This is an optimization exercise on Yosys and OpenROAD, whose aim is small area, a short achievable clock period and few clock cycles, not a production implementation. At most, simulation tests tie the RTL to the original design; equivalence was not proved. The RTL of runs 5 and 6 was laid out without a check of its function. Power and IR drop assume default switching activity.

File: design/flow/config.mk
export PLATFORM = sky130hd
export DESIGN_NAME = y_filter_top
export DESIGN_NICKNAME = y_filter_top
export VERILOG_FILES = /design/flow/design.v
export SDC_FILE = /design/flow/constraint.sdc
export NUM_CORES = 4
export LEC_CHECK = 0
export CAP_MARGIN = 20
export CORE_MARGIN = 2
export CORE_UTILIZATION = 40
export SLEW_MARGIN = 20
File: design/flow/constraint.sdc
create_clock -name core_clock -period 5.5 [get_ports {clock}]
set_input_delay 1.1000 -clock core_clock [delete_from_list [all_inputs] [get_ports {clock}]]
set_output_delay 1.1000 -clock core_clock [all_outputs]
set_load 0.01 [all_outputs]
File: design/flow/design.v
package pix_pkg;
	localparam int PIXEL_BITS = 8;
	localparam int LANES      = 4;                   
	typedef logic [PIXEL_BITS-1:0]       pixel_t;
	typedef logic [LANES*PIXEL_BITS-1:0] beat_t;    
	localparam int LINE_BEATS   = 4;                 
	localparam int STORED_LINES = 4;                 
	typedef logic [1:0] col_t;                       
	typedef logic [2:0] row_cnt_t;                   
endpackage
package filt_pkg;
	typedef logic [1:0] rot_t;
	typedef logic [7:0] coeff_t;
	localparam coeff_t H_EDGE   = 8'd6;
	localparam coeff_t H_NEAR   = 8'd58;
	localparam coeff_t H_CENTER = 8'd128;
	typedef logic [15:0] prod_t;                     
	typedef logic [17:0] sum_t;                      
	localparam sum_t ROUND_BIAS  = 18'd128;
	localparam int   ROUND_SHIFT = 8;
endpackage
`timescale 1ns/1ps
module line_store
(
	input  logic  clock,
	input  logic  reset,
	input  logic  advance,
	input  logic  in_valid,
	input  logic  in_first,
	input  pix_pkg::beat_t in_data,
	output logic  win_valid,
	output filt_pkg::rot_t  win_rot,
	output pix_pkg::beat_t win_line0,
	output pix_pkg::beat_t win_line1,
	output pix_pkg::beat_t win_line2,
	output pix_pkg::beat_t win_line3,
	output pix_pkg::beat_t win_cur
);
	pix_pkg::beat_t    line_mem [pix_pkg::STORED_LINES][pix_pkg::LINE_BEATS];
	logic     accept;
	logic     line_end;
	logic     lines_full;
	pix_pkg::col_t     col;
	pix_pkg::col_t     eff_col;
	pix_pkg::row_cnt_t row_cnt;
	pix_pkg::row_cnt_t eff_row;
	filt_pkg::rot_t     rot;
	filt_pkg::rot_t     eff_rot;
	assign accept = advance && in_valid;
	assign eff_col = in_first ? pix_pkg::col_t'(0) : col;
	assign eff_row = in_first ? pix_pkg::row_cnt_t'(0) : row_cnt;
	assign eff_rot = in_first ? filt_pkg::rot_t'(0) : rot;
	assign line_end   = (eff_col == pix_pkg::col_t'(pix_pkg::LINE_BEATS - 1));
	assign lines_full = (eff_row == pix_pkg::row_cnt_t'(pix_pkg::STORED_LINES));
	always_ff @(posedge clock) begin
		if (reset) begin
			col       <= '0;
			row_cnt   <= '0;
			rot       <= '0;
			win_valid <= 1'b0;
		end else if (advance) begin
			win_valid <= accept && lines_full;           
			if (accept) begin
				if (line_end) begin
					col <= '0;
					rot <= eff_rot + filt_pkg::rot_t'(1);          
					if (lines_full) begin
						row_cnt <= eff_row;
					end else begin
						row_cnt <= eff_row + pix_pkg::row_cnt_t'(1);
					end
				end else begin
					col     <= eff_col + pix_pkg::col_t'(1);
					rot     <= eff_rot;
					row_cnt <= eff_row;
				end
			end
		end
	end
	always_ff @(posedge clock) begin
		if (accept) begin
			line_mem[eff_rot][eff_col] <= in_data;
		end
		if (advance) begin
			win_line0 <= line_mem[0][eff_col];
			win_line1 <= line_mem[1][eff_col];
			win_line2 <= line_mem[2][eff_col];
			win_line3 <= line_mem[3][eff_col];
			win_cur   <= in_data;
			win_rot   <= eff_rot;
		end
	end
endmodule
`timescale 1ns/1ps
module y_window
(
	input  logic   clock,
	input  logic   reset,
	input  logic   advance,
	input  logic   win_valid,
	input  filt_pkg::rot_t   win_rot,
	input  pix_pkg::pixel_t din0,
	input  pix_pkg::pixel_t din1,
	input  pix_pkg::pixel_t din2,
	input  pix_pkg::pixel_t din3,
	input  pix_pkg::pixel_t din4,
	output logic   lane_valid,
	output pix_pkg::pixel_t lane_pixel
);
	filt_pkg::coeff_t coeff0, coeff1, coeff2, coeff3;
	filt_pkg::prod_t  prod0, prod1, prod2, prod3, prod4;
	filt_pkg::sum_t   pair01, pair23, edge_d;
	filt_pkg::sum_t   total;
	filt_pkg::sum_t   rounded;
	logic   valid_prod, valid_pair, valid_total;
	always_comb begin
		case (win_rot)
			2'd0: begin
				coeff0 = filt_pkg::H_EDGE;
				coeff1 = filt_pkg::H_NEAR;
				coeff2 = filt_pkg::H_CENTER;
				coeff3 = filt_pkg::H_NEAR;
			end
			2'd1: begin
				coeff0 = filt_pkg::H_NEAR;
				coeff1 = filt_pkg::H_EDGE;
				coeff2 = filt_pkg::H_NEAR;
				coeff3 = filt_pkg::H_CENTER;
			end
			2'd2: begin
				coeff0 = filt_pkg::H_CENTER;
				coeff1 = filt_pkg::H_NEAR;
				coeff2 = filt_pkg::H_EDGE;
				coeff3 = filt_pkg::H_NEAR;
			end
			default: begin
				coeff0 = filt_pkg::H_NEAR;
				coeff1 = filt_pkg::H_CENTER;
				coeff2 = filt_pkg::H_NEAR;
				coeff3 = filt_pkg::H_EDGE;
			end
		endcase
	end
	assign rounded = total + filt_pkg::ROUND_BIAS;
	always_ff @(posedge clock) begin
		if (advance) begin
			prod0 <= din0 * coeff0;
			prod1 <= din1 * coeff1;
			prod2 <= din2 * coeff2;
			prod3 <= din3 * coeff3;
			prod4 <= din4 * filt_pkg::H_EDGE;                      
			pair01 <= filt_pkg::sum_t'(prod0) + filt_pkg::sum_t'(prod1);
			pair23 <= filt_pkg::sum_t'(prod2) + filt_pkg::sum_t'(prod3);
			edge_d <= filt_pkg::sum_t'(prod4);
			total <= pair01 + pair23 + edge_d;
			lane_pixel <= rounded[filt_pkg::ROUND_SHIFT +: pix_pkg::PIXEL_BITS];
		end
	end
	always_ff @(posedge clock) begin
		if (reset) begin
			valid_prod  <= 1'b0;
			valid_pair  <= 1'b0;
			valid_total <= 1'b0;
			lane_valid  <= 1'b0;
		end else if (advance) begin
			valid_prod  <= win_valid;
			valid_pair  <= valid_prod;
			valid_total <= valid_pair;
			lane_valid  <= valid_total;
		end
	end
endmodule
`timescale 1ns/1ps
module beat_packer
(
	input  logic  clock,
	input  logic  reset,
	input  logic  out_ready,
	input  logic  lane_valid,
	input  pix_pkg::beat_t lane_pixels,
	output logic  advance,
	output logic  out_valid,
	output pix_pkg::beat_t out_data
);
	assign advance = !out_valid || out_ready;
	always_ff @(posedge clock) begin
		if (reset) begin
			out_valid <= 1'b0;
		end else if (advance) begin
			out_valid <= lane_valid;
		end
	end
	always_ff @(posedge clock) begin
		if (advance) begin
			out_data <= lane_pixels;                     
		end
	end
endmodule
`timescale 1ns/1ps
module y_filter_top
(
	input  logic  clock,
	input  logic  reset,
	input  logic  in_valid,
	output logic  in_ready,
	input  pix_pkg::beat_t in_data,
	input  logic  in_first,
	output logic  out_valid,
	input  logic  out_ready,
	output pix_pkg::beat_t out_data
);
	logic             advance;
	logic             win_valid;
	filt_pkg::rot_t             win_rot;
	pix_pkg::beat_t            win_line0, win_line1, win_line2, win_line3, win_cur;
	logic [pix_pkg::LANES-1:0] lane_valid;
	pix_pkg::beat_t            lane_pixels;
	assign in_ready = advance;
	line_store u_line_store (
		.clock     (clock),
		.reset     (reset),
		.advance   (advance),
		.in_valid  (in_valid),
		.in_first  (in_first),
		.in_data   (in_data),
		.win_valid (win_valid),
		.win_rot   (win_rot),
		.win_line0 (win_line0),
		.win_line1 (win_line1),
		.win_line2 (win_line2),
		.win_line3 (win_line3),
		.win_cur   (win_cur)
	);
	for (genvar i = 0; i < pix_pkg::LANES; i++) begin : g_lane
		y_window u_y_window (
			.clock      (clock),
			.reset      (reset),
			.advance    (advance),
			.win_valid  (win_valid),
			.win_rot    (win_rot),
			.din0       (win_line0[i*pix_pkg::PIXEL_BITS +: pix_pkg::PIXEL_BITS]),
			.din1       (win_line1[i*pix_pkg::PIXEL_BITS +: pix_pkg::PIXEL_BITS]),
			.din2       (win_line2[i*pix_pkg::PIXEL_BITS +: pix_pkg::PIXEL_BITS]),
			.din3       (win_line3[i*pix_pkg::PIXEL_BITS +: pix_pkg::PIXEL_BITS]),
			.din4       (win_cur[i*pix_pkg::PIXEL_BITS +: pix_pkg::PIXEL_BITS]),
			.lane_valid (lane_valid[i]),
			.lane_pixel (lane_pixels[i*pix_pkg::PIXEL_BITS +: pix_pkg::PIXEL_BITS])
		);
	end
	beat_packer u_beat_packer (
		.clock       (clock),
		.reset       (reset),
		.out_ready   (out_ready),
		.lane_valid  (lane_valid[0]),
		.lane_pixels (lane_pixels),
		.advance     (advance),
		.out_valid   (out_valid),
		.out_data    (out_data)
	);
endmodule
File: design/flow/run.sh
#!/bin/bash
# synth_recipe.tcl (not shown) runs the flow's synth.tcl, then flattens the netlist and writes it again
# the make line also repeats each setting of config.mk as NAME=value (left out here)
make -C /OpenROAD-flow-scripts/flow DESIGN_CONFIG=/design/flow/config.mk WORK_HOME=/design/flow/orfs CLKGATE_MAP_FILE= SYNTH_SCRIPT=/design/flow/synth_recipe.tcl finish
==> results of run 1 <==
==> final cells by class <==
| type | instances | area (um^2) | share of cell area |
|---|---|---|---|
| antenna | 1 | 2.50 | 0.0000295 |
| clock buffer | 171 | 3690 | 0.0435 |
| sequential | 1227 | 36700 | 0.432 |
| multi-input combinational | 4113 | 36600 | 0.431 |
| clock inverter | 76 | 856 | 0.0101 |
| timing repair buffer | 117 | 1220 | 0.0144 |
| tap | 2511 | 3140 | 0.0370 |
| inverter | 729 | 2740 | 0.0323 |
==> power by group <==
group | total (mW) | internal [mW] | switching, mW
sequential | 13.3 | 12.5 | 0.733
clock | 9.33 | 5.57 | 3.76
combinational | 10.1 | 4.63 | 5.45
total | 32.7 | 22.7 | 9.95
==> layer usage <==
metal | global-route usage | up-vias | routed length [um]
li1 | - | 22100 | -
met3 | 0.0210 | 206 | 5620
met5 | 0 | - | 27
met1 | 0.213 | 22300 | 70400
met2 | 0.276 | 664 | 75000
met4 | 0.0453 | 4 | 3470
==> registers in the layout (all words and copies together) (netlist names), 32 cells and up <==
signal / count
g_lane.u_y_window.pair23: 60
g_lane.u_y_window.total: 36
u_line_store.win_cur: 32
g_lane.u_y_window.prod4: 40
g_lane.u_y_window.prod3: 60
u_line_store.win_line2: 32
g_lane.u_y_window.prod2: 60
g_lane.u_y_window.pair01: 60
u_line_store.win_line1: 32
g_lane.u_y_window.prod1: 60
g_lane.u_y_window.prod0: 60
g_lane.u_y_window.edge_d: 40
g_lane.u_y_window.lane_pixel: 32
u_line_store.win_line3: 32
u_line_store.win_line0: 32
u_line_store.line_mem: 512
u_beat_packer.out_data: 32
==> cells in the final DEF, fill, tap and decap left out, types with 27 or more instances in the layout <==
| cell type | count |
|---|---|
| a211oi_1 | 137 |
| a21o_1 | 104 |
| a21oi_1 | 207 |
| a31oi_1 | 147 |
| and2_1 | 274 |
| and3_1 | 85 |
| buf_4 | 33 |
| clkbuf_1 | 27 |
| clkbuf_16 | 143 |
| clkdlybuf4s50_1 | 69 |
| edfxtp_1 | 1214 |
| fa_1 | 402 |
| ha_1 | 898 |
| inv_1 | 727 |
| nand2_1 | 429 |
| nand2b_1 | 54 |
| nand3_1 | 49 |
| nor2_1 | 177 |
| nor2b_1 | 330 |
| nor3_1 | 60 |
| o21a_1 | 32 |
| o21ai_0 | 116 |
| xnor2_1 | 244 |
| xor2_1 | 71 |
==> critical path, stage by stage (launching register included) <==
cell and delay, ps:
edfxtp_1 570, buf_4 290, nor2_4 260, buf_12 240, nand2_1 110, fa_1 550, inv_1 60, fa_1 480
fa_1 490, inv_1 50, fa_1 480, inv_1 40, ha_1 210, or3_1 390, o211ai_1 180, nand3_1 130
o41ai_1 340, xnor2_1 110
==> logic make-up after synthesis <==
family / Yosys count
buffers and inverters: 889
XOR/XNOR: 315
multiplexers: 4
flip-flops: 1227
adder cells (fa/ha/maj): 1300
AO/OA/AOI/OAI: 933
other: 1
AND/OR/NAND/NOR: 1558
==> worst min path at each step <==
stage,start,endpoint,slack (ps)
floorplan,g_lane[0].u_y_window.prod4[10],g_lane[0].u_y_window.edge_d[10],400
global placement,g_lane[0].u_y_window.lane_pixel[5],u_beat_packer.out_data[5],400
detailed placement,g_lane[0].u_y_window.prod4[5],g_lane[0].u_y_window.edge_d[5],400
CTS,g_lane[0].u_y_window.prod4[7],g_lane[0].u_y_window.edge_d[7],400
global route,g_lane[0].u_y_window.prod4[6],g_lane[0].u_y_window.edge_d[6],410
finish,g_lane[0].u_y_window.prod4[7],g_lane[0].u_y_window.edge_d[7],410
==> repair_timing <==
item                       in CTS  in global routing
setup endpoints to repair       0                  6
buffers inserted                0                  5
gates resized for setup         0                  0
==> metrics by stage <==
step	hold WS (ps)	total power, mW	util	cells
after floorplan	400	20.9	-	6228
after global placement	401	23.4	0.423	8691
after detailed placement	405	23.6	0.423	8691
after CTS	401	33.1	0.446	8938
after global routing	410	34.9	0.447	8944
final	406	32.7	0.447	8945
==> impl_metrics.tcl, run 1 <==
set metrics [dict create \
    status "timing/DRC/antenna clean" \
    crit_start "u_line_store.win_rot[1]" \
    grt-ovfl-total 0 \
    die_x_um 441 \
    dpl_worst_slack_ps 252 \
    synth_area_per_cell_um2 12.3 \
    cp.required_ps 6010 \
    crit_path_end_kind "register" \
    relSlewSlack 0.305 \
    period_share 0.955 \
    area_growth_pct 11.1 \
    grt_pass1_vias 46800 \
    max_freq_mhz 190 \
    rows 160 \
    hold_path_depth 0 \
    crit_type "register to register" \
    yosys-top-cells-count "edfxtp_1, ha_1, inv_1" \
    crit_fanout 31 \
    ant_nets 0 \
    tightest_slew_ps 1040 \
    grt_pass1_wl_um 249000 \
    yosysTopAreaCell "edfxtp_1" \
    wire_per_inst_um 17.3 \
    h-tree-depth 4 \
    ff2ff_path_depth 17 \
    cts.sinks 1227 \
    avgViaCountPerCell 5.07 \
    rr_endpoint "g_lane[0].u_y_window.prod0[15]" \
    fin_area_mm2 0.0850 \
    synth_fa_ha_area_frac 0.252 \
    synthXorXnorAreaFrac 0.0361 \
    min_path_type "register to register" \
    first_pass_iters 8 \
    synth_edf_count 1214 \
    hold_viol 0 \
    place_congestion 0.839 \
    cts_tree "done" \
    final_nets 7663 \
    syn_inst 6227 \
    crit_arrival_ps 5760 \
    portBuffers 70 \
    async_flop_share 0 \
    powerDensity_mw_per_mm2 384 \
    yosysMostFrequentCell "edfxtp_1" \
    clk_latency_ps 770 \
    synth-simple-area-share 0.107 \
    startpoint_type "register" \
    die_h_um 441 \
    hold_buffers 0 \
    setup_slack_ps 247 \
    cp-endpoint "g_lane[0].u_y_window.prod0[15]" \
    synth-seq-cells 1227 \
    synth_mux_area_frac 0.000523 \
    start_util 0.402 \
    drive_gt1_frac 0.0474 \
    mappedNetlistArea_mm2 0.0765 \
    synthFlopType "edfxtp_1" \
    vias 45300 \
    synth_compound_area_frac 0.0813 \
    fin_skew_ps 24.6 \
    grt_antenna_before_repair 5 \
    synth_top_area_frac 0.476 \
    yosysSeqAreaShare 0.480 \
    synth_warnings 3 \
    p_leak_nw 36.9 \
    setup_viol 0 \
    drt_first_iter_violations 2792 \
    cts.path.max_buffers 3 \
    reg2reg_slack_ps 250 \
    drc 0 \
    core_mm2 0.190 \
    numCtsBuffers 138 \
    fin_tns_setup_ps 0 \
    die-area_mm2 0.195 \
    clkSlewWorstSetupHoldPaths_ps 60 \
    maxCapViolations 0 \
    fillerInstances 17300 \
    boundaryPins 71 \
    yosysUniqueCellTypes 77 \
    worst_r2r_startpoint "u_line_store.win_rot[1]" \
    grt_max_degree 158 \
    drv_slew 0 \
    min_period_ps 5250 \
    synth_area_leaders "edfxtp_1, ha_1, fa_1, inv_1, xnor2_1" \
    place_area_mm2 0.0804 \
    rsz0062_at_grt "no" \
    routed_wirelength_um 155000 \
    ir_drop_mv 0.225 \
    hpwl_um 108000 \
    synth_top_family_by_area "adder cells" \
    clockRootBuffer "clkbuf_16" \
    grt_usage 0.161 \
]
Testbench counts, summed over its fixed seeds: cycles 3,120.
==> inputs of run 2 (changes only) <==
==> design/flow/design.v (replaced) <==
package pix_pkg;
	localparam int PIXEL_BITS = 8;
	localparam int LANES      = 4;                   
	typedef logic [PIXEL_BITS-1:0]       pixel_t;
	typedef logic [LANES*PIXEL_BITS-1:0] beat_t;    
	localparam int LINE_BEATS   = 4;                 
	localparam int STORED_LINES = 4;                 
	typedef logic [1:0] col_t;                       
	typedef logic [2:0] row_cnt_t;                   
endpackage
package filt_pkg;
	typedef logic [1:0] rot_t;
	typedef logic [7:0] coeff_t;
	localparam coeff_t H_EDGE   = 8'd6;
	localparam coeff_t H_NEAR   = 8'd58;
	localparam coeff_t H_CENTER = 8'd128;
	typedef logic [15:0] prod_t;                     
	typedef logic [17:0] sum_t;                      
	localparam sum_t ROUND_BIAS  = 18'd128;
	localparam int   ROUND_SHIFT = 8;
endpackage
`timescale 1ns/1ps
module y_filter_top
(
	input  logic  clock,
	input  logic  reset,
	input  logic  in_valid,
	output logic  in_ready,
	input  pix_pkg::beat_t in_data,
	input  logic  in_first,
	output logic  out_valid,
	input  logic  out_ready,
	output pix_pkg::beat_t out_data
);
	localparam int LANES = pix_pkg::LANES;
	localparam int PB    = pix_pkg::PIXEL_BITS;
	localparam int DEPTH = 15;                           
	logic           adv;                                 
	logic           r_valid;
	logic           r_first;
	pix_pkg::beat_t r_data;
	pix_pkg::beat_t sr [DEPTH];                          
	logic [14:0]    p [LANES];                           
	pix_pkg::col_t  col;
	logic [2:0]     row;
	logic           s_valid;
	pix_pkg::beat_t s_data;
	pix_pkg::beat_t res;
	logic           res_valid;
	logic           shift;
	assign in_ready = adv;
	assign shift    = adv && r_valid;
	always_ff @(posedge clock) begin
		if (reset) begin
			r_valid <= 1'b0;
		end else if (adv) begin
			r_valid <= in_valid;
		end
	end
	always_ff @(posedge clock) begin
		if (adv) begin
			r_data  <= in_data;
			r_first <= in_first;
		end
	end
	pix_pkg::col_t eff_col;
	logic [2:0]    eff_row;
	assign eff_col = r_first ? pix_pkg::col_t'(0) : col;
	assign eff_row = r_first ? 3'd0 : row;
	always_ff @(posedge clock) begin
		if (reset) begin
			col <= '0;
			row <= '0;
		end else if (shift) begin
			col <= eff_col + pix_pkg::col_t'(1);
			if (eff_col == pix_pkg::col_t'(pix_pkg::LINE_BEATS - 1) && !eff_row[2]) begin
				row <= eff_row + 3'd1;
			end else begin
				row <= eff_row;
			end
		end
	end
	always_ff @(posedge clock) begin
		if (shift) begin
			sr[0] <= r_data;
			for (int k = 1; k < DEPTH; k++) begin
				sr[k] <= sr[k-1];
			end
			for (int l = 0; l < LANES; l++) begin
				p[l] <= 15'd29 * (15'(sr[2][l*PB +: PB]) + 15'(sr[10][l*PB +: PB]))
				      + 15'd64 * 15'(sr[6][l*PB +: PB])
				      + 15'd3  * 15'(sr[14][l*PB +: PB])
				      + 15'd64;
			end
		end
	end
	always_comb begin
		for (int l = 0; l < LANES; l++) begin
			logic [14:0] acc;
			acc = p[l] + 15'd3 * 15'(r_data[l*PB +: PB]);
			res[l*PB +: PB] = acc[14:7];
		end
	end
	assign res_valid = r_valid && eff_row[2];
	always_ff @(posedge clock) begin
		if (reset) begin
			out_valid <= 1'b0;
			s_valid   <= 1'b0;
			adv       <= 1'b1;
		end else if (s_valid) begin
			if (out_ready) begin
				s_valid <= 1'b0;
				adv     <= 1'b1;
			end
		end else if (!out_valid || out_ready) begin
			out_valid <= res_valid;
		end else if (res_valid) begin
			s_valid <= 1'b1;
			adv     <= 1'b0;
		end
	end
	always_ff @(posedge clock) begin
		if (!out_valid || out_ready) begin
			out_data <= s_valid ? s_data : res;
		end
		if (adv) begin
			s_data <= res;
		end
	end
endmodule
==> impl_metrics.tcl, run 2 <==
set metrics [dict create \
    cts.sinks 646 \
    startpoint_type "register" \
    drc 0 \
    ir_drop_mv 0.343 \
    status "timing/DRC/antenna clean" \
    top_register "sr" \
    utilization 0.475 \
    boundaryPins 71 \
    routed_wirelength_um 51600 \
    die_x_um 277 \
    yosysUniqueCellTypes 54 \
    dpl_worst_slack_ps -327 \
    multiInputGateArea_mm2 0.0101 \
    fillerInstances 6351 \
    yosys-top-cells-count "edfxtp_1, inv_1, ha_1" \
    setup_viol 0 \
    synth_edf_count 637 \
    async_flop_share 0 \
    crit_path_end_kind "register" \
    top_regs "sr x480, p x60" \
    relSlewSlack 0.401 \
    hold_buffers 0 \
    vias 14600 \
    yosysTopAreaCell "edfxtp_1" \
    grt_usage 0.137 \
    die-area_mm2 0.0769 \
    synthFlopType "edfxtp_1" \
    cts_tree "done" \
    cts.path.max_buffers 3 \
    syn_inst 1840 \
    clockRootBuffer "clkbuf_16" \
    synth_warnings 3 \
    rsz0062_at_grt "yes" \
    die_h_um 277 \
    fin_skew_ps 20.2 \
    hold_viol 0 \
    mostFrequentLayoutCells "edfxtp_1, inv_1, ha_1" \
    area_growth_pct 18.0 \
    avgViaCountPerCell 4.73 \
    first_pass_iters 5 \
    mappedNetlistArea_mm2 0.0299 \
    grt-ovfl-total 0 \
    hold_ws_ps 402 \
    clkSlewWorstSetupHoldPaths_ps 60 \
    grt_pass1_wl_um 82500 \
    max_freq_mhz 185 \
    period_share 0.982 \
    grt_max_degree 119 \
    powerDensity_mw_per_mm2 572 \
    core_mm2 0.0742 \
    diodes 0 \
    drt_first_iter_violations 808 \
    crit_type "register to register" \
    crit_fanout 4 \
    maxCapViolations 0 \
    final_nets 2505 \
    wire_per_inst_um 16.7 \
    tightest_slew_ps 899 \
    portBuffers 70 \
    yosysSeqAreaShare 0.646 \
    numCtsBuffers 70 \
    min_period_ps 5400 \
    yosysMostFrequentCell "edfxtp_1" \
    grt_pass1_vias 15300 \
    cp.required_ps 5840 \
    drv_slew 0 \
    drive_gt1_frac 0.159 \
    h-tree-depth 3 \
    mostFrequentLayoutCell "edfxtp_1" \
    start_util 0.403 \
    synth-seq-cells 646 \
    synth_area_per_cell_um2 16.2 \
    min_path_type "register to register" \
    register_area_mm2 0.0193 \
    hpwl_um 35100 \
    grt_antenna_before_repair 2 \
    crit_arrival_ps 5740 \
    synth_area_leaders "edfxtp_1, fa_1, ha_1, inv_1, xnor2_1" \
    place_congestion 0.791 \
    rows 100 \
    p_leak_nw 13.9 \
    largest_register_ffs 480 \
    ant_nets 0 \
    setup_slack_ps 96.4 \
    clk_latency_ps 600 \
    synth_top_area_frac 0.640 \
]
run 2: worst max-delay path, cell delays in order (launching register included):
cell      delay [ps]
edfxtp_1         410
ha_2             230
fa_2             370
a21o_1           200
a21oi_2          140
o21bai_1         100
a21oi_2          170
nor2b_1           80
o21ai_1          130
nand2b_1         100
ha_1             290
inv_2             40
fa_1             490
inv_1             50
fa_1             480
inv_1             50
fa_1             490
inv_2             50
ha_4             170
nor3_2           100
o211ai_1         120
a31oi_2          230
nor2b_1           70
o21a_1           210
o41ai_2          270
xnor2_1          120
run 2: stage by stage:
stage / TNS [ps] / power (mW) / instances / cell area [um^2]
after global placement: -312 / 14.8 / 2959 / 32500
after CTS: -29.5 / 19.6 / 3085 / 34700
after detailed placement: -1070 / 14.9 / 2959 / 32500
after floorplan: 0 / 12.4 / 1840 / 29900
final: 0 / 20.2 / 3097 / 35300
after global routing: -768 / 21.7 / 3097 / 35300
run 2: kinds of logic (layout without fill, tap and decap cells):
family,Yosys count,in the layout,share of synthesized area
flops,646,646,0.646
fa+ha+maj,389,389,0.200
buf+inv,273,561,0.0343
simple gates,203,203,0.0329
compound gates,180,180,0.0403
xor+xnor,118,118,0.0346
mux,31,31,0.0116
run 2: timing repair:
item / CTS / global route
gates cloned: 0 / 0
setup endpoints to repair: 12 / 16
pin swaps: 13 / 56
gates resized for setup: 22 / 89
setup buffers: 5 / 12
run 2: where the power goes:
part / internal, mW / switching, mW
Sequential: 6.56 / 0.250
Combinational: 4.45 / 4.49
Clock: 2.54 / 1.87
Total: 13.5 / 6.61
run 2: final timing paths:
path              slack [ps]  endpoint  cells after the start       from
setup / recovery         100  p[3][14]                     25  sr[2][24]
setup reg to reg         100  p[3][14]                     25  sr[2][24]
hold / removal           400  sr[6][8]                      0   sr[5][8]
hold reg to reg          400  sr[6][8]                      0   sr[5][8]
run 2: cell type report:
type,count,share of cell area
Timing Repair Buffer,173,0.0439
Clock inverter,36,0.00781
Tap cell,969,0.0344
Sequential cell,646,0.548
Multi-Input combinational cell,921,0.285
Clock buffer,85,0.0524
Inverter,267,0.0284
run 2: per-layer routing:
layer / wire length (um) / global-route usage
met1: 24600 / 0.193
met2: 24000 / 0.215
met3: 1760 / 0.0235
met4: 1160 / 0.0464
met5: 0 / 0
Testbench counts of run 2, summed over its fixed seeds: cycles 3,088.
==> inputs of run 3 (changes only) <==
--- a/design/flow/design.v
+++ b/design/flow/design.v
@@ -34,46 +34,32 @@
 );
 	localparam int LANES = pix_pkg::LANES;
 	localparam int PB    = pix_pkg::PIXEL_BITS;
-	localparam int DEPTH = 15;                           
+	localparam int LB    = pix_pkg::LINE_BEATS;
+	localparam int DEPTH = LB * pix_pkg::STORED_LINES;
 	logic           adv;                                 
-	logic           r_valid;
-	logic           r_first;
-	pix_pkg::beat_t r_data;
+	logic           accept;
 	pix_pkg::beat_t sr [DEPTH];                          
-	logic [14:0]    p [LANES];                           
+	logic [9:0]     u [LANES];
+	logic [10:0]    f [LANES];
+	logic           uf_valid;
 	pix_pkg::col_t  col;
 	logic [2:0]     row;
 	logic           s_valid;
 	pix_pkg::beat_t s_data;
 	pix_pkg::beat_t res;
-	logic           res_valid;
-	logic           shift;
 	assign in_ready = adv;
-	assign shift    = adv && r_valid;
-	always_ff @(posedge clock) begin
-		if (reset) begin
-			r_valid <= 1'b0;
-		end else if (adv) begin
-			r_valid <= in_valid;
-		end
-	end
-	always_ff @(posedge clock) begin
-		if (adv) begin
-			r_data  <= in_data;
-			r_first <= in_first;
-		end
-	end
+	assign accept   = adv && in_valid;
 	pix_pkg::col_t eff_col;
 	logic [2:0]    eff_row;
-	assign eff_col = r_first ? pix_pkg::col_t'(0) : col;
-	assign eff_row = r_first ? 3'd0 : row;
+	assign eff_col = in_first ? pix_pkg::col_t'(0) : col;
+	assign eff_row = in_first ? 3'd0 : row;
 	always_ff @(posedge clock) begin
 		if (reset) begin
 			col <= '0;
 			row <= '0;
-		end else if (shift) begin
+		end else if (accept) begin
 			col <= eff_col + pix_pkg::col_t'(1);
-			if (eff_col == pix_pkg::col_t'(pix_pkg::LINE_BEATS - 1) && !eff_row[2]) begin
+			if (eff_col == pix_pkg::col_t'(LB - 1) && !eff_row[2]) begin
 				row <= eff_row + 3'd1;
 			end else begin
 				row <= eff_row;
@@ -81,27 +67,33 @@
 		end
 	end
 	always_ff @(posedge clock) begin
-		if (shift) begin
-			sr[0] <= r_data;
+		if (reset) begin
+			uf_valid <= 1'b0;
+		end else if (adv) begin
+			uf_valid <= in_valid && eff_row[2];          
+		end
+	end
+	always_ff @(posedge clock) begin
+		if (accept) begin
+			sr[0] <= in_data;
 			for (int k = 1; k < DEPTH; k++) begin
 				sr[k] <= sr[k-1];
 			end
 			for (int l = 0; l < LANES; l++) begin
-				p[l] <= 15'd29 * (15'(sr[2][l*PB +: PB]) + 15'(sr[10][l*PB +: PB]))
-				      + 15'd64 * 15'(sr[6][l*PB +: PB])
-				      + 15'd3  * 15'(sr[14][l*PB +: PB])
-				      + 15'd64;
+				u[l] <= 10'(sr[11][l*PB +: PB]) + 10'(sr[3][l*PB +: PB])
+				      + {1'b0, sr[7][l*PB +: PB], 1'b0};
+				f[l] <= 11'(sr[15][l*PB +: PB]) + 11'(in_data[l*PB +: PB])
+				      - 11'(sr[11][l*PB +: PB]) - 11'(sr[3][l*PB +: PB]);
 			end
 		end
 	end
 	always_comb begin
 		for (int l = 0; l < LANES; l++) begin
 			logic [14:0] acc;
-			acc = p[l] + 15'd3 * 15'(r_data[l*PB +: PB]);
+			acc = {u[l], 5'd0} + {{4{f[l][10]}}, f[l]} + {{3{f[l][10]}}, f[l], 1'b0} + 15'd64;
 			res[l*PB +: PB] = acc[14:7];
 		end
 	end
-	assign res_valid = r_valid && eff_row[2];
 	always_ff @(posedge clock) begin
 		if (reset) begin
 			out_valid <= 1'b0;
@@ -113,8 +105,8 @@
 				adv     <= 1'b1;
 			end
 		end else if (!out_valid || out_ready) begin
-			out_valid <= res_valid;
-		end else if (res_valid) begin
+			out_valid <= uf_valid;
+		end else if (uf_valid) begin
 			s_valid <= 1'b1;
 			adv     <= 1'b0;
 		end
--- a/design/flow/config.mk
+++ b/design/flow/config.mk
@@ -5,7 +5,9 @@
 export SDC_FILE = /design/flow/constraint.sdc
 export NUM_CORES = 4
 export LEC_CHECK = 0
+export ABC_CLOCK_PERIOD_IN_PS = 2300
 export CAP_MARGIN = 20
 export CORE_MARGIN = 2
 export CORE_UTILIZATION = 40
+export SETUP_SLACK_MARGIN = 3.2
 export SLEW_MARGIN = 20
==> impl_metrics.tcl, run 3 <==
set metrics [dict create \
    clockRootBuffer "clkbuf_16" \
    avgViaCountPerCell 4.82 \
    async_flop_share 0 \
    routed_wirelength_um 52700 \
    ff2ff_path_depth 13 \
    cts.path.max_buffers 3 \
    drv_slew 0 \
    place_congestion 0.777 \
    cp.required_ps 5840 \
    dpl_worst_slack_ps 699 \
    h-tree-depth 3 \
    wire_per_inst_um 17.1 \
    grt_pass1_wl_um 81300 \
    rsz0062_at_grt "yes" \
    p_sw_mw 6.83 \
    ir_drop_mv 0.421 \
    grt_usage 0.139 \
    hold_path_depth 0 \
    cts_tree "done" \
    grt_pass1_vias 15300 \
    mostFrequentLayoutCells "edfxtp_1, inv_1, ha_1" \
    fin_skew_ps 24.4 \
    crit_fanout 3 \
    setup_viol 0 \
    cts.sinks 669 \
    maxCapViolations 0 \
    top_register "sr" \
    yosysSeqAreaShare 0.693 \
    period_share 0.638 \
    synth_warnings 4 \
    yosysMostFrequentCell "edfxtp_1" \
    vias 14800 \
    boundaryPins 71 \
    reg2reg_slack_ps 2080 \
    area_growth_pct 27.8 \
    mappedNetlistArea_mm2 0.0288 \
    grt_max_degree 89 \
    critPathSlowestCell "fa_1" \
    hold_viol 0 \
    core_mm2 0.0715 \
    die_h_um 273 \
    fin_tns_setup_ps 0 \
    die_x_um 273 \
    top_regs "sr x512, f x44, u x40" \
    startpoint_type "primary input" \
    synth_top_area_frac 0.687 \
    grt_antenna_before_repair 2 \
    max_freq_mhz 285 \
    crit_arrival_ps 3850 \
    synthFlopType "edfxtp_1" \
    diodes 0 \
    hold_buffers 0 \
    yosysUniqueCellTypes 49 \
    min_path_type "register to register" \
    drive_gt1_frac 0.326 \
    synth_edf_count 660 \
    synth-seq-cells 669 \
    powerDensity_mw_per_mm2 601 \
    synth_area_per_cell_um2 16.4 \
    min_period_ps 3510 \
    clkSlewWorstSetupHoldPaths_ps 60 \
    p_leak_nw 14.2 \
    portBuffers 70 \
    start_util 0.403 \
    drt_first_iter_violations 754 \
    swShare 0.308 \
    p_int_mw 15.3 \
    clk_latency_ps 600 \
    first_pass_iters 5 \
    drc 0 \
    final_nets 2404 \
    setup_slack_ps 1990 \
    pwr-share-clk 0.227 \
    mostFrequentLayoutCell "edfxtp_1" \
    hpwl_um 31400 \
    slowest_delay_ps 480 \
    tightest_slew_ps 1070 \
    grt-ovfl-total 0 \
    die-area_mm2 0.0743 \
    status "timing/DRC/antenna clean" \
    relSlewSlack 0.284 \
    largest_register_ffs 512 \
    p_comb_frac 0.445 \
    yosysTopAreaCell "edfxtp_1" \
    crit_type "primary input to register" \
    numCtsBuffers 73 \
    yosys-top-cells-count "edfxtp_1, inv_1, ha_1" \
    power_frac_seq 0.328 \
    rows 98 \
    ant_nets 0 \
    syn_inst 1756 \
    path_cells "buf_8 -> inv_8 -> fa_1 -> inv_2 -> fa_2 -> a21o_1 -> a21oi_2 -> xnor2_1 -> ha_1 -> o21ai_1 -> a31oi_1 -> o21ai_2 -> a21boi_4 -> o41ai_2 -> a21oi_1" \
    synth_area_leaders "edfxtp_1, ha_1, fa_1, inv_1, xnor2_1" \
    crit_path_end_kind "register" \
]
## run 3: cell count changes after synthesis, moves of 16 or more
cell      before  now
fa_1         150   92
inv_1        267  214
ha_1         239  202
o21ai_0       32   62
xor2_1        45   18
nor2_1        55   80
edfxtp_1     637  660
a21oi_1       58   74
## run 3: cells by family (layout without fill, tap and decap cells)
group / after synthesis / in the layout / synth area share
and+or+nand+nor: 199 / 201 / 0.0316
xor gates and xnor gates: 87 / 87 / 0.0264
buffers and inverters: 220 / 593 / 0.0286
adders and majority gates: 294 / 294 / 0.152
AOI/OAI and AO/OA: 256 / 256 / 0.0563
muxes: 31 / 31 / 0.0120
DFF: 669 / 669 / 0.693
## run 3: final cells by class
class | instances | area, um^2
Clock buffer | 85 | 1940
Clock inverter | 48 | 557
Fill cell | 5832 | 34600
Inverter | 214 | 843
Multi-Input combinational cell | 869 | 10000
Sequential cell | 669 | 20000
Tap cell | 950 | 1190
Timing Repair Buffer | 246 | 2290
## run 3: critical path, delay by kind of cell
family	cells	cell delay [ps]
buf+inv	3	180
compound gates	8	1320
xor+xnor	1	100
fa+ha+maj	3	1150
## run 3: metrics by stage
step	util	cell area (um^2)	hold WS, ps	instances	power, mW
floorplan	-	29600	400	1756	12.4
global placement	0.442	31600	400	2783	13.7
detailed placement	0.442	31600	405	2783	14.0
CTS	0.498	35600	414	3023	20.8
global route	0.516	36900	420	3081	23.6
finish	0.516	36900	413	3081	22.2
## run 3: metal layers
| metal | vias up | part of all wire | GRT usage |
|---|---|---|---|
| met3 | 87 | 0.040 | 0.0319 |
| met1 | 7497 | 0.47 | 0.190 |
| met2 | 199 | 0.47 | 0.222 |
| li1 | 7054 | - | - |
| met4 | 2 | 0.025 | 0.0414 |
| met5 | - | 0.00025 | 0 |
## run 3: power groups by stage
| stage | clock network, mW | logic, mW | registers [mW] |
|---|---|---|---|
| finish | 5.03 | 9.87 | 7.28 |
| global route | 5.40 | 10.8 | 7.35 |
| CTS | 5.20 | 8.27 | 7.29 |
| detailed placement | 0 | 6.57 | 7.40 |
| global placement | 0 | 6.37 | 7.38 |
| floorplan | 0 | 5.07 | 7.31 |
## run 3: path summary, 6_finish.rpt
check / start / endpoint
max reg2reg: sr[11][25] / f[3][9]
min reg2reg: sr[10][4] / sr[11][4]
min: sr[10][4] / sr[11][4]
max: in_data[1] / f[0][9]
## run 3: timing repair
item	CTS	global route
cloned	2	5
setup endpoints to repair	760	519
setup buffers	105	53
pin swaps	202	121
resized for setup	418	142
Testbench counts of run 3, summed over its fixed seeds: cycles 3,088.
==> inputs of run 4 (changes only) <==
==> design/flow/config.mk (replaced) <==
export PLATFORM = sky130hd
export DESIGN_NAME = y_filter_top
export DESIGN_NICKNAME = y_filter_top
export VERILOG_FILES = /design/flow/design.v
export SDC_FILE = /design/flow/constraint.sdc
export NUM_CORES = 4
export LEC_CHECK = 0
export CAP_MARGIN = 20
export CORE_MARGIN = 2
export CORE_UTILIZATION = 40
export SLEW_MARGIN = 20
==> impl_metrics.tcl, run 4 <==
set metrics [dict create \
    route.met2.wl_um 20500 \
    final_nets 2239 \
    drv_slew 0 \
    boundaryPins 71 \
    p_leak_nw 12.7 \
    top_register "sr" \
    yosysMostFrequentCell "edfxtp_1" \
    fin_skew_ps 22.2 \
    die-area_mm2 0.0743 \
    synth_compound_area_frac 0.0563 \
    top_regs "sr x512, f x44, u x40" \
    synth_area_per_cell_um2 16.4 \
    period_share 0.833 \
    h-tree-depth 3 \
    drt_first_iter_violations 925 \
    mostFrequentLayoutCells "edfxtp_1, inv_1, ha_1" \
    numCtsBuffers 74 \
    utilization 0.463 \
    clk_latency_ps 600 \
    yosys-top-cells-count "edfxtp_1, inv_1, ha_1" \
    worstHoldStart "sr[10][30]" \
    first_pass_iters 5 \
    max_freq_mhz 218 \
    p_int_mw 12.5 \
    grt_max_degree 91 \
    min_path_type "register to register" \
    crit_path_end_kind "register" \
    tightest_slew_ps 988 \
    ir_drop_mv 0.348 \
    maxCapViolations 0 \
    largest_register_ffs 512 \
    yosysTopAreaCell "edfxtp_1" \
    crit_arrival_ps 4900 \
    grt-ovfl-total 0 \
    cts-resized-gates 0 \
    powerDensity_mw_per_mm2 537 \
    synth_mux_area_frac 0.0120 \
    status "timing/DRC/antenna clean" \
    crit_type "primary input to register" \
    hold_ws_ps 411 \
    wire_per_inst_um 15.6 \
    rsz0062_at_grt "no" \
    start_util 0.403 \
    synth_warnings 4 \
    grt_pass1_wl_um 73000 \
    core_mm2 0.0715 \
    drc 0 \
    post_cts_buffers 0 \
    wl_met1_um 22100 \
    drive_gt1_frac 0.0781 \
    relSlewSlack 0.341 \
    clkSlewWorstSetupHoldPaths_ps 60 \
    startpoint_type "primary input" \
    synth-simple-area-share 0.0316 \
    yosysUniqueCellTypes 49 \
    synth_top_family_by_area "adder cells" \
    hold_viol 0 \
    cp.required_ps 5820 \
    worst_r2r_startpoint "sr[11][25]" \
    die_x_um 273 \
    syn_inst 1756 \
    setup_viol 0 \
    crit_start "in_data[25]" \
    synth_fa_ha_area_frac 0.152 \
    grt_pass1_vias 14200 \
    vias 13900 \
    synthFlopType "edfxtp_1" \
    synth_area_leaders "edfxtp_1, ha_1, fa_1, inv_1, xnor2_1" \
    p_comb_frac 0.333 \
    place_congestion 0.793 \
    cts_tree "done" \
    yosysSeqAreaShare 0.693 \
    power_frac_seq 0.407 \
    hpwl_um 30100 \
    fin_tns_setup_ps 0 \
    p_sw_mw 5.31 \
    synthXorXnorAreaFrac 0.0264 \
    synth_edf_count 660 \
    avgViaCountPerCell 4.78 \
    grt_antenna_before_repair 0 \
    cts.sinks 669 \
    async_flop_share 0 \
    top_layer "met4" \
    area_growth_pct 14.9 \
    min_period_ps 4580 \
    die_h_um 273 \
    fillerInstances 6153 \
    diodes 0 \
    crit_fanout 3 \
    pwr-share-clk 0.259 \
    synth-seq-cells 669 \
    mappedNetlistArea_mm2 0.0288 \
    wl_met3_um 1420 \
    swShare 0.299 \
    rows 98 \
    clockRootBuffer "clkbuf_16" \
    mostFrequentLayoutCell "edfxtp_1" \
    routed_wirelength_um 45400 \
    synth_top_area_frac 0.687 \
    ant_nets 0 \
    cts.path.max_buffers 3 \
    portBuffers 70 \
    hold_buffers 0 \
    grt_usage 0.123 \
]
run 4: cell counts after synthesis:
Identical to the previous run, type by type.
run 4: final timing paths:
kind         depth (start not counted)  slack (ps)          to
min reg2reg                          0         410  sr[11][30]
min                                  0         410  sr[11][30]
max reg2reg                         13        1530     f[3][9]
max                                 15         920     f[3][9]
run 4: layout make-up:
cell class                      count  area (um^2)  share of cell area
Sequential cell                   669        20000               0.604
Multi-Input combinational cell    867         8020               0.242
Clock buffer                       95         1980              0.0598
Tap cell                          950         1190              0.0359
Timing Repair Buffer               82          878              0.0265
Inverter                          214          803              0.0242
Clock inverter                     33          260             0.00785
run 4: worst max-delay path, stage by stage:
cell             delay, ps
clkdlybuf4s50_1        480
inv_1                   60
fa_1                   530
inv_1                   70
fa_1                   450
a21o_1                 190
a21oi_1                260
a2bb2oi_1              310
nor2b_1                200
xnor2_1                130
ha_1                   280
o21ai_0                140
a21boi_0               220
o41ai_1                350
a21oi_1                120
run 4: stage by stage:
stage	setup WS, ps	area, um^2	power [mW]	cells
floorplan	753	28800	11.8	1756
global placement	506	30900	13.2	2782
detailed placement	413	30900	13.3	2782
CTS	1040	33100	18.1	2910
global route	609	33100	19.1	2910
finish	917	33100	17.8	2910
run 4: logic make-up (layout without fill, tap and decap cells):
kind of cell	after synthesis	in the layout
compound gates	256	256
xor+xnor	87	87
fa+ha+maj	294	294
buf+inv	220	424
flops	669	669
mux	31	31
simple gates	199	199
run 4: routing by layer:
metal | track usage | vias to the layer above
li1 | - | 6713
met3 | 0.0238 | 99
met2 | 0.188 | 186
met1 | 0.175 | 6902
met5 | 0 | -
met4 | 0.0484 | 0
run 4: power groups by stage:
stage	clock network [mW]	registers, mW	logic (mW)
after CTS	4.79	7.26	6.04
final	4.61	7.24	5.93
after global routing	4.98	7.33	6.82
after floorplan	0	7.32	4.48
after detailed placement	0	7.36	5.97
after global placement	0	7.34	5.82
==> inputs of run 5 (changes only) <==
--- a/design/flow/design.v
+++ b/design/flow/design.v
@@ -39,9 +39,11 @@
 	logic           adv;                                 
 	logic           accept;
 	pix_pkg::beat_t sr [DEPTH];                          
+	logic [9:0]     g2 [LANES];                          
+	logic [11:0]    g3 [LANES];                          
 	logic [9:0]     u [LANES];
-	logic [10:0]    f [LANES];
-	logic           uf_valid;
+	logic [6:0]     w [LANES];
+	logic           uw_valid;
 	pix_pkg::col_t  col;
 	logic [2:0]     row;
 	logic           s_valid;
@@ -68,9 +70,9 @@
 	end
 	always_ff @(posedge clock) begin
 		if (reset) begin
-			uf_valid <= 1'b0;
+			uw_valid <= 1'b0;
 		end else if (adv) begin
-			uf_valid <= in_valid && eff_row[2];          
+			uw_valid <= in_valid && eff_row[2];          
 		end
 	end
 	always_ff @(posedge clock) begin
@@ -80,18 +82,22 @@
 				sr[k] <= sr[k-1];
 			end
 			for (int l = 0; l < LANES; l++) begin
-				u[l] <= 10'(sr[11][l*PB +: PB]) + 10'(sr[3][l*PB +: PB])
-				      + {1'b0, sr[7][l*PB +: PB], 1'b0};
-				f[l] <= 11'(sr[15][l*PB +: PB]) + 11'(in_data[l*PB +: PB])
-				      - 11'(sr[11][l*PB +: PB]) - 11'(sr[3][l*PB +: PB]);
+				logic [11:0] t;
+				g2[l] <= 10'(sr[13][l*PB +: PB]) - 10'(sr[9][l*PB +: PB])
+				       - 10'(sr[1][l*PB +: PB]);
+				g3[l] <= {g2[l][9], g2[l], 1'b0} + {{2{g2[l][9]}}, g2[l]} + 12'd64;
+				t      = g3[l] + {3'd0, in_data[l*PB +: PB], 1'b0} + {4'd0, in_data[l*PB +: PB]};
+				w[l]  <= t[11:5];
+				u[l]  <= 10'(sr[11][l*PB +: PB]) + 10'(sr[3][l*PB +: PB])
+				       + {1'b0, sr[7][l*PB +: PB], 1'b0};
 			end
 		end
 	end
 	always_comb begin
 		for (int l = 0; l < LANES; l++) begin
-			logic [14:0] acc;
-			acc = {u[l], 5'd0} + {{4{f[l][10]}}, f[l]} + {{3{f[l][10]}}, f[l], 1'b0} + 15'd64;
-			res[l*PB +: PB] = acc[14:7];
+			logic [9:0] acc;
+			acc = u[l] + {{3{w[l][6]}}, w[l]};
+			res[l*PB +: PB] = acc[9:2];
 		end
 	end
 	always_ff @(posedge clock) begin
@@ -105,8 +111,8 @@
 				adv     <= 1'b1;
 			end
 		end else if (!out_valid || out_ready) begin
-			out_valid <= uf_valid;
-		end else if (uf_valid) begin
+			out_valid <= uw_valid;
+		end else if (uw_valid) begin
 			s_valid <= 1'b1;
 			adv     <= 1'b0;
 		end
--- a/design/flow/config.mk
+++ b/design/flow/config.mk
@@ -8,4 +8,5 @@
 export CAP_MARGIN = 20
 export CORE_MARGIN = 2
 export CORE_UTILIZATION = 40
+export SETUP_SLACK_MARGIN = 2.6
 export SLEW_MARGIN = 20
==> impl_metrics.tcl, run 5 <==
set metrics [dict create \
    portBuffers 70 \
    vias 15300 \
    fillerInstances 6224 \
    power.total_mw 18.3 \
    ir_drop_mv 0.230 \
    numCtsBuffers 77 \
    crit_arrival_ps 3300 \
    die-area_mm2 0.0774 \
    synth_warnings 6 \
    startpoint_type "register" \
    yosysTopAreaCell "edfxtp_1" \
    routed_wirelength_um 52200 \
    powerDensity_mw_per_mm2 515 \
    drv_slew 0 \
    crit_start "sr[9][8]" \
    synth_top_area_frac 0.667 \
    drt_first_iter_violations 869 \
    mostFrequentLayoutCell "edfxtp_1" \
    diodes 0 \
    rsz0062_at_grt "yes" \
    grt_usage 0.136 \
    synth_edf_count 668 \
    grt_pass1_wl_um 83200 \
    boundaryPins 71 \
    yosysMostFrequentCell "edfxtp_1" \
    ant_nets 0 \
    yosysUniqueCellTypes 56 \
    grt_antenna_before_repair 1 \
    die_x_um 278 \
    min_period_ps 2960 \
    maxCapViolations 0 \
    synth_area_leaders "edfxtp_1, ha_1, fa_1, xnor2_1, inv_1" \
    relSlewSlack 0.415 \
    cts_tree "done" \
    yosysSeqAreaShare 0.673 \
    period_share 0.538 \
    core_mm2 0.0744 \
    rows 100 \
    start_util 0.404 \
    die_h_um 278 \
    synthFlopType "edfxtp_1" \
    crit_fanout 2 \
    fin_skew_ps 22.8 \
    top_register "sr" \
    setup_viol 0 \
    min_path_type "register to register" \
    hpwl_um 34500 \
    max_freq_mhz 338 \
    area_growth_pct 18.2 \
    grt_max_degree 105 \
    grt_pass1_vias 15800 \
    drc 0 \
    syn_inst 1914 \
    fin_area_mm2 0.0355 \
    status "timing/DRC/antenna clean" \
    async_flop_share 0 \
    hold_viol 0 \
    drive_gt1_frac 0.144 \
    p_leak_nw 13.6 \
    tightest_slew_ps 878 \
    fin_tns_setup_ps 0 \
    worstHoldStart "sr[12][5]" \
    top_regs "sr x448, g3 x48" \
    synth_area_per_cell_um2 15.7 \
    largest_register_ffs 448 \
    setup_slack_ps 2540 \
    stdcell_count 3146 \
    h-tree-depth 3 \
    clk_latency_ps 610 \
    worst_r2r_startpoint "sr[9][8]" \
    clockRootBuffer "clkbuf_16" \
    dpl_worst_slack_ps 1430 \
    cp.required_ps 5840 \
    grt-ovfl-total 0 \
    first_pass_iters 6 \
    place_area_mm2 0.0322 \
    clkSlewWorstSetupHoldPaths_ps 60 \
    place_inst 2959 \
    yosys-top-cells-count "edfxtp_1, ha_1, inv_1" \
    synth-seq-cells 677 \
    mostFrequentLayoutCells "edfxtp_1, ha_1, inv_1" \
    wire_per_inst_um 16.6 \
    cts.sinks 677 \
    cts.path.max_buffers 3 \
    final_nets 2462 \
    crit_path_end_kind "register" \
    crit_type "register to register" \
    mappedNetlistArea_mm2 0.0301 \
    avgViaCountPerCell 4.87 \
    place_congestion 0.754 \
]
[run 5: logic make-up (layout without fill, tap and decap cells)]
| group | after synthesis | after routing | share of synthesized area |
|---|---|---|---|
| flip-flops | 677 | 677 | 0.673 |
| multiplexers | 19 | 19 | 0.00733 |
| XOR/XNOR | 147 | 147 | 0.0428 |
| AND/OR/NAND/NOR | 343 | 343 | 0.0536 |
| adder cells (fa/ha/maj) | 310 | 310 | 0.147 |
| buffers and inverters | 164 | 427 | 0.0205 |
| AO/OA/AOI/OAI | 254 | 254 | 0.0553 |
[run 5: timing repair]
item                       in CTS  in global routing
resized for setup             124                 71
pin swaps                      41                 51
setup buffers                  33                 13
setup endpoints to repair     188                 29
hold buffers                    0                  0
cloned                          0                  0
[run 5: final timing paths]
kind,slack (ps),depth (start not counted),to
worst min register to register,410,0,sr[13][5]
worst max register to register,2540,14,g2[1][8]
worst max-delay path,2540,14,g2[1][8]
worst min-delay path,410,0,sr[13][5]
[run 5: report_power, final]
part	internal, mW	switching (mW)
Clock	3.10	2.04
Sequential	7.10	0.426
Combinational	2.74	2.91
[run 5: metal layers]
layer	global-route usage	wire, um	vias to the layer above
li1	-	-	7458
met1	0.185	24400	7577
met2	0.221	24900	217
met3	0.0276	2000	72
met4	0.0391	946	2
met5	0	13	-
[run 5: worst max-delay path, cell delays in order, from the launching register on]
cell	delay (ps)
edfxtp_1	430
ha_4	200
fa_2	390
nor2b_1	140
o21ai_1	110
a21boi_1	200
o21ai_1	110
nor2b_4	150
xnor2_2	140
ha_1	310
o21ai_2	60
nand2b_1	90
a21oi_2	190
a21oi_2	50
xor2_1	150
[run 5: through the flow]
stage / hold WS (ps) / util
2_1_floorplan: 400 / -
5_1_grt: 402 / 0.477
4_1_cts: 405 / 0.473
3_5_place_dp: 405 / 0.433
6_report: 406 / 0.477
3_3_place_gp: 400 / 0.433
[run 5: area by class of cell]
| type | count | area, um^2 | area share |
|---|---|---|---|
| Clock buffer | 103 | 2200 | 0.0619 |
| Clock inverter | 38 | 368 | 0.0104 |
| Inverter | 156 | 593 | 0.0167 |
| Multi-Input combinational cell | 1073 | 9730 | 0.274 |
| Sequential cell | 677 | 20200 | 0.570 |
| Tap cell | 969 | 1210 | 0.0341 |
| Timing Repair Buffer | 130 | 1190 | 0.0335 |
==> inputs of run 6 (changes only) <==
--- a/design/flow/config.mk
+++ b/design/flow/config.mk
@@ -8,5 +8,5 @@
 export CAP_MARGIN = 20
 export CORE_MARGIN = 2
 export CORE_UTILIZATION = 40
-export SETUP_SLACK_MARGIN = 2.6
+export SETUP_SLACK_MARGIN = 3.1
 export SLEW_MARGIN = 20
==> impl_metrics.tcl, run 6 <==
set metrics [dict create \
    boundaryPins 71 \
    status "timing/DRC/antenna clean" \
    clockRootBuffer "clkbuf_16" \
    clkSlewWorstSetupHoldPaths_ps 60 \
    yosysTopAreaCell "edfxtp_1" \
    largest_register_ffs 448 \
    fin_tns_setup_ps 0 \
    cts_tree "done" \
    start_util 0.404 \
    crit_path_end_kind "register" \
    numCtsBuffers 75 \
    die-area_mm2 0.0774 \
    final_nets 2566 \
    grt_pass1_vias 16400 \
    fin_skew_ps 21.0 \
    vias 15900 \
    relSlewSlack 0.420 \
    area_growth_pct 24.1 \
    grt_antenna_before_repair 0 \
    die_h_um 278 \
    grt_pass1_wl_um 87100 \
    die_x_um 278 \
    place_congestion 0.791 \
    synth_area_leaders "edfxtp_1, ha_1, fa_1, xnor2_1, inv_1" \
    fillerInstances 6121 \
    grt_usage 0.142 \
    startpoint_type "register" \
    yosysUniqueCellTypes 56 \
    place_inst 2960 \
    yosysSeqAreaShare 0.673 \
    crit_type "register to register" \
    first_pass_iters 7 \
    period_share 0.519 \
    hpwl_um 35500 \
    min_period_ps 2860 \
    core_mm2 0.0744 \
    grt-ovfl-total 0 \
    crit_arrival_ps 3200 \
    hold_viol 0 \
    avgViaCountPerCell 4.91 \
    crit_fanout 2 \
    drive_gt1_frac 0.270 \
    cts.path.max_buffers 3 \
    portBuffers 70 \
    synthFlopType "edfxtp_1" \
    clk_latency_ps 620 \
    drc 0 \
    setup_viol 0 \
    mostFrequentLayoutCells "edfxtp_1, ha_1, inv_1" \
    syn_inst 1914 \
    mostFrequentLayoutCell "edfxtp_1" \
    drt_first_iter_violations 1072 \
    min_path_type "register to register" \
    cp.required_ps 5840 \
    max_freq_mhz 350 \
    rsz0062_at_grt "yes" \
    ant_nets 0 \
    drv_slew 0 \
    cts.sinks 677 \
    top_regs "sr x448, g3 x48" \
    h-tree-depth 3 \
    wire_per_inst_um 17.4 \
    rows 100 \
    synth_top_area_frac 0.667 \
    tightest_slew_ps 867 \
    grt_max_degree 83 \
    routed_wirelength_um 56400 \
    synth-seq-cells 677 \
    p_leak_nw 14.2 \
    async_flop_share 0 \
    hold_buffers 0 \
    synth_edf_count 668 \
    ir_drop_mv 0.365 \
    synth_warnings 6 \
    mappedNetlistArea_mm2 0.0301 \
    yosys-top-cells-count "edfxtp_1, ha_1, inv_1" \
    stdcell_count 3248 \
    yosysMostFrequentCell "edfxtp_1" \
    maxCapViolations 0 \
    power.total_mw 19.2 \
    synth_area_per_cell_um2 15.7 \
    top_register "sr" \
    powerDensity_mw_per_mm2 515 \
]
[run 6: cell counts after synthesis]
No cell type changed its count.
[run 6: cell type report]
class / count / area (um^2) / share of cell area
antenna: 1 / 2.50 / 0.0000671
clock inverter: 39 / 258 / 0.00691
sequential: 677 / 20200 / 0.543
tap: 969 / 1210 / 0.0325
timing repair buffer: 234 / 2150 / 0.0575
clock buffer: 97 / 2040 / 0.0547
inverter: 156 / 601 / 0.0161
multi-input combinational: 1075 / 10800 / 0.289
[run 6: critical path: stages, from the launching register on]
cell and delay (ps):
edfxtp_1 430, ha_4 200, fa_2 340, nor2b_2 140
o21ai_2 70, a21boi_2 200, o21ai_2 80, nor2b_4 130
xnor2_2 130, ha_1 310, o21ai_1 80, nand2b_1 100
a21oi_2 170, a21oi_2 50, xor2_1 170
[run 6: cell families after synthesis]
| logic type | count (synthesis) | synth area share |
|---|---|---|
| simple gates | 343 | 0.0536 |
| mux | 19 | 0.00733 |
| buf+inv | 164 | 0.0205 |
| flops | 677 | 0.673 |
| xor+xnor | 147 | 0.0428 |
| fa+ha+maj | 310 | 0.147 |
| compound gates | 254 | 0.0553 |
[run 6: metal layers]
metal,global-route usage,vias to the layer above,part of all wire
li1,-,7676,-
met1,0.198,7945,0.46
met2,0.226,242,0.47
met3,0.0273,83,0.041
met4,0.0462,0,0.020
met5,0,-,0
[run 6: per-stage QoR]
step                hold slack (ps)  instance area, um^2  setup slack [ps]   util
floorplan                       400                30300              1990      -
global placement                400                32400              1540  0.435
detailed placement              405                32400              1490  0.435
CTS                             403                36100              2540  0.485
global route                    418                37300              2440  0.501
finish                          407                37300              2640  0.501
[run 6: timing repair]
action,CTS,global route
endpoints found under the setup margin,713,659
buffers inserted,95,54
gates cloned,0,2
resized for setup,409,163
pin swaps,179,175
[run 6: power breakdown]
part	internal (mW)	switching [mW]	leakage, nW	total, mW
Sequential	7.10	0.448	6.65	7.55
Clock	2.71	2.01	1.14	4.72
Combinational	3.44	3.50	6.43	6.95
Total	13.3	5.96	14.2	19.2
[run 6: worst paths after layout]
| kind | depth (start not counted) | slack, ps | start | endpoint |
|---|---|---|---|---|
| worst max-delay path | 14 | 2640 | sr[9][16] | g2[2][8] |
| worst max register to register | 14 | 2640 | sr[9][16] | g2[2][8] |
| worst min-delay path | 0 | 410 | sr[2][13] | sr[3][13] |
| worst min register to register | 0 | 410 | sr[2][13] | sr[3][13] |
==> inputs of run 7 (changes only) <==
--- a/design/flow/design.v
+++ b/design/flow/design.v
@@ -75,6 +75,13 @@
 			uw_valid <= in_valid && eff_row[2];          
 		end
 	end
+	function automatic logic [23:0] csa(input logic [11:0] a, input logic [11:0] b, input logic [11:0] c);
+		logic [11:0] sum;
+		logic [11:0] maj;
+		sum = a ^ b ^ c;
+		maj = (a & b) | (a & c) | (b & c);
+		csa = {maj[10:0], 1'b0, sum};
+	endfunction
 	always_ff @(posedge clock) begin
 		if (accept) begin
 			sr[0] <= in_data;
@@ -82,14 +89,21 @@
 				sr[k] <= sr[k-1];
 			end
 			for (int l = 0; l < LANES; l++) begin
+				logic [23:0] cs;
+				logic [11:0] g2x;
 				logic [11:0] t;
-				g2[l] <= 10'(sr[13][l*PB +: PB]) - 10'(sr[9][l*PB +: PB])
-				       - 10'(sr[1][l*PB +: PB]);
-				g3[l] <= {g2[l][9], g2[l], 1'b0} + {{2{g2[l][9]}}, g2[l]} + 12'd64;
-				t      = g3[l] + {3'd0, in_data[l*PB +: PB], 1'b0} + {4'd0, in_data[l*PB +: PB]};
+				cs     = csa(12'(sr[9][l*PB +: PB]), 12'(sr[1][l*PB +: PB]), ~(12'(sr[13][l*PB +: PB])));
+				t      = cs[23:12] + cs[11:0] + 12'd1;
+				g2[l] <= t[9:0];
+				g2x    = {{2{g2[l][9]}}, g2[l]};
+				cs     = csa(~{g2x[10:0], 1'b0}, ~g2x, 12'd66);
+				g3[l] <= cs[23:12] + cs[11:0];
+				cs     = csa(g3[l], {3'd0, in_data[l*PB +: PB], 1'b0}, {4'd0, in_data[l*PB +: PB]});
+				t      = cs[23:12] + cs[11:0];
 				w[l]  <= t[11:5];
-				u[l]  <= 10'(sr[11][l*PB +: PB]) + 10'(sr[3][l*PB +: PB])
-				       + {1'b0, sr[7][l*PB +: PB], 1'b0};
+				cs     = csa(12'(sr[11][l*PB +: PB]), 12'(sr[3][l*PB +: PB]), {3'd0, sr[7][l*PB +: PB], 1'b0});
+				t      = cs[23:12] + cs[11:0];
+				u[l]  <= t[9:0];
 			end
 		end
 	end
--- a/design/flow/config.mk
+++ b/design/flow/config.mk
@@ -8,5 +8,5 @@
 export CAP_MARGIN = 20
 export CORE_MARGIN = 2
 export CORE_UTILIZATION = 40
-export SETUP_SLACK_MARGIN = 3.1
+export SETUP_SLACK_MARGIN = 2.9
 export SLEW_MARGIN = 20
==> impl_metrics.tcl, run 7 <==
set metrics [dict create \
    status "timing/DRC/antenna clean" \
    drv_slew 0 \
    route.met2.wl_um 24200 \
    cts.sinks 677 \
    yosys-top-cells-count "edfxtp_1, ha_1, inv_1" \
    hpwl_um 34600 \
    register_area_mm2 0.0202 \
    ir_drop_mv 0.263 \
    relSlewSlack 0.391 \
    period_share 0.472 \
    synth_warnings 6 \
    core_mm2 0.0746 \
    cts_tree "done" \
    grt_pass1_vias 15700 \
    numCtsBuffers 75 \
    synth_area_per_cell_um2 15.8 \
    synth_edf_count 668 \
    largest_register_ffs 448 \
    mappedNetlistArea_mm2 0.0302 \
    max_freq_mhz 385 \
    wire_per_inst_um 17.1 \
    mostFrequentLayoutCells "edfxtp_1, inv_1, ha_1" \
    boundaryPins 71 \
    vias 15300 \
    startpoint_type "register" \
    p_leak_nw 13.6 \
    routed_wirelength_um 53300 \
    clk_latency_ps 600 \
    drt_first_iter_violations 1002 \
    area_growth_pct 17.4 \
    place_congestion 0.803 \
    rsz0062_at_grt "yes" \
    grt_antenna_before_repair 2 \
    yosysSeqAreaShare 0.670 \
    maxCapViolations 0 \
    crit_arrival_ps 2930 \
    synth_top_area_frac 0.664 \
    drc 0 \
    yosysTopAreaCell "edfxtp_1" \
    die_x_um 279 \
    grt-ovfl-total 0 \
    mostFrequentLayoutCell "edfxtp_1" \
    top_layer "met4" \
    hold_buffers 0 \
    syn_inst 1906 \
    wl_met3_um 2180 \
    fillerInstances 6378 \
    synthFlopType "edfxtp_1" \
    min_period_ps 2600 \
    top_register "sr" \
    tightest_slew_ps 910 \
    synth-seq-cells 677 \
    portBuffers 70 \
    setup_viol 0 \
    clkSlewWorstSetupHoldPaths_ps 60 \
    final_nets 2434 \
    grt_pass1_wl_um 83900 \
    crit_path_end_kind "register" \
    clockRootBuffer "clkbuf_16" \
    dpl_worst_slack_ps 1730 \
    die_h_um 279 \
    multiInputGateArea_mm2 0.00974 \
    async_flop_share 0 \
    die-area_mm2 0.0777 \
    top_regs "sr x448, g3 x48" \
    setup_slack_ps 2900 \
    grt_max_degree 116 \
    cp.required_ps 5830 \
    h-tree-depth 3 \
    drive_gt1_frac 0.146 \
    ant_nets 0 \
    grt_usage 0.137 \
    start_util 0.405 \
    synth_area_leaders "edfxtp_1, ha_1, fa_1, xnor2_1, inv_1" \
    min_path_type "register to register" \
    hold_viol 0 \
    avgViaCountPerCell 4.91 \
    first_pass_iters 5 \
    powerDensity_mw_per_mm2 525 \
    yosysUniqueCellTypes 56 \
    fin_skew_ps 18.9 \
    rows 100 \
    cts.path.max_buffers 3 \
    yosysMostFrequentCell "edfxtp_1" \
    fin_tns_setup_ps 0 \
    crit_fanout 2 \
    wl_met1_um 25500 \
    crit_type "register to register" \
]
[run 7: per-stage QoR]
step	total power [mW]	utilization	cells	hold WS, ps	area [um^2]
2_1_floorplan	11.8	-	1906	400	30300
3_5_place_dp	13.4	0.434	2951	405	32400
3_3_place_gp	13.2	0.434	2951	401	32400
4_1_cts	18.5	0.469	3096	407	35000
6_report	18.6	0.475	3119	408	35400
5_1_grt	19.8	0.475	3118	412	35400
[run 7: critical path, cell delays in order (launching register included)]
cell and delay, ps:
edfxtp_1 410, fa_1 540, ha_4 190, fa_2 370, a21o_1 190, a21oi_2 180
nor2b_2 80, o31ai_2 270, a21oi_1 110
[run 7: layer usage]
layer / vias to the layer above / track usage
li1: 7385 / -
met1: 7608 / 0.192
met4: 0 / 0.0441
met2: 226 / 0.214
met5: - / 0
met3: 101 / 0.0293
[run 7: layout make-up]
type / count / area share
multi-input cells: 1021 / 0.275
inverters: 204 / 0.0216
clock inverters: 45 / 0.0112
repair buffers: 116 / 0.0299
clock buffers: 86 / 0.0565
flip-flops and latches: 677 / 0.571
diodes: 1 / 0.0000706
well taps: 969 / 0.0342
[run 7: final timing paths]
check / from / slack [ps] / cells past startpoint / to
setup / recovery: sr[3][17] / 2900 / 8 / u[2][9]
hold / removal: sr[12][23] / 410 / 0 / sr[13][23]
setup reg to reg: sr[3][17] / 2900 / 8 / u[2][9]
hold reg to reg: sr[12][23] / 410 / 0 / sr[13][23]
[run 7: cell families (layout without fill, tap and decap cells)]
family,count (synthesis),after routing,synth area share
flops,677,677,0.670
fa+ha+maj,302,302,0.149
compound gates,295,295,0.0633
simple gates,259,261,0.0416
buf+inv,210,451,0.0261
xor+xnor,137,137,0.0397
mux,26,26,0.00970
other cells,0,1,0
[run 7: report_power, final]
part           leakage (nW)  switching, mW  internal [mW]
sequential             6.66          0.438           7.11
combinational          5.78           3.22           2.92
clock                  1.17           1.98           2.93
[run 7: repair_timing]
action / in CTS / in global routing
resized for setup: 148 / 96
setup endpoints to repair: 634 / 410
cloned: 0 / 3
hold endpoints to repair: 0 / 0
buffers inserted: 14 / 19
pin swaps: 37 / 67
Testbench counts of run 7, summed over its fixed seeds: cycles 3,088.

==> re-timing with driven ports <==
Ports are ideal in the flow. The routed layouts listed here were re-timed in OpenROAD.
Step 1: set_driving_cell puts a clkbuf_16 on clock and a buf_2 on each other input, an assumption about the parent block.
Step 2 adds t to the input delays and takes it off the output delays; t is the mean of the earliest and latest rising clock arrival at the registers after step 1. Input paths then give back, and output paths get back, about the clock's delay inside the block.
a / b / c = no drivers / after step 1 / after step 2; a / b = the first two.
run	shift t [ns]	setup WS [ns]	worst setup path at the end	worst register clock-pin slew, ns	pins driven straight from the clock port
run 1	0.843	0.247 / 0.247 / 0.247	register to register	0.06 / 0.06	1
run 2	0.655	0.096 / 0.096 / 0.096	register to register	0.06 / 0.06	1
run 3	0.652	1.992 / 2.001 / 1.349	input to register	0.06 / 0.06	1
run 4	0.648	0.917 / 0.945 / 0.297	input to register	0.06 / 0.06	1
run 5	0.657	2.541 / 2.541 / 1.966	input to register	0.06 / 0.06	1
run 6	0.665	2.643 / 2.643 / 2.124	input to register	0.06 / 0.06	1
run 7	0.649	2.903 / 2.903 / 2.274	input to register	0.06 / 0.06	1
After both steps every run listed still meets setup and hold. For run 3, which loses most, drivers alone change the setup slack by +0.009 ns; drivers and shift together by -0.643 ns.
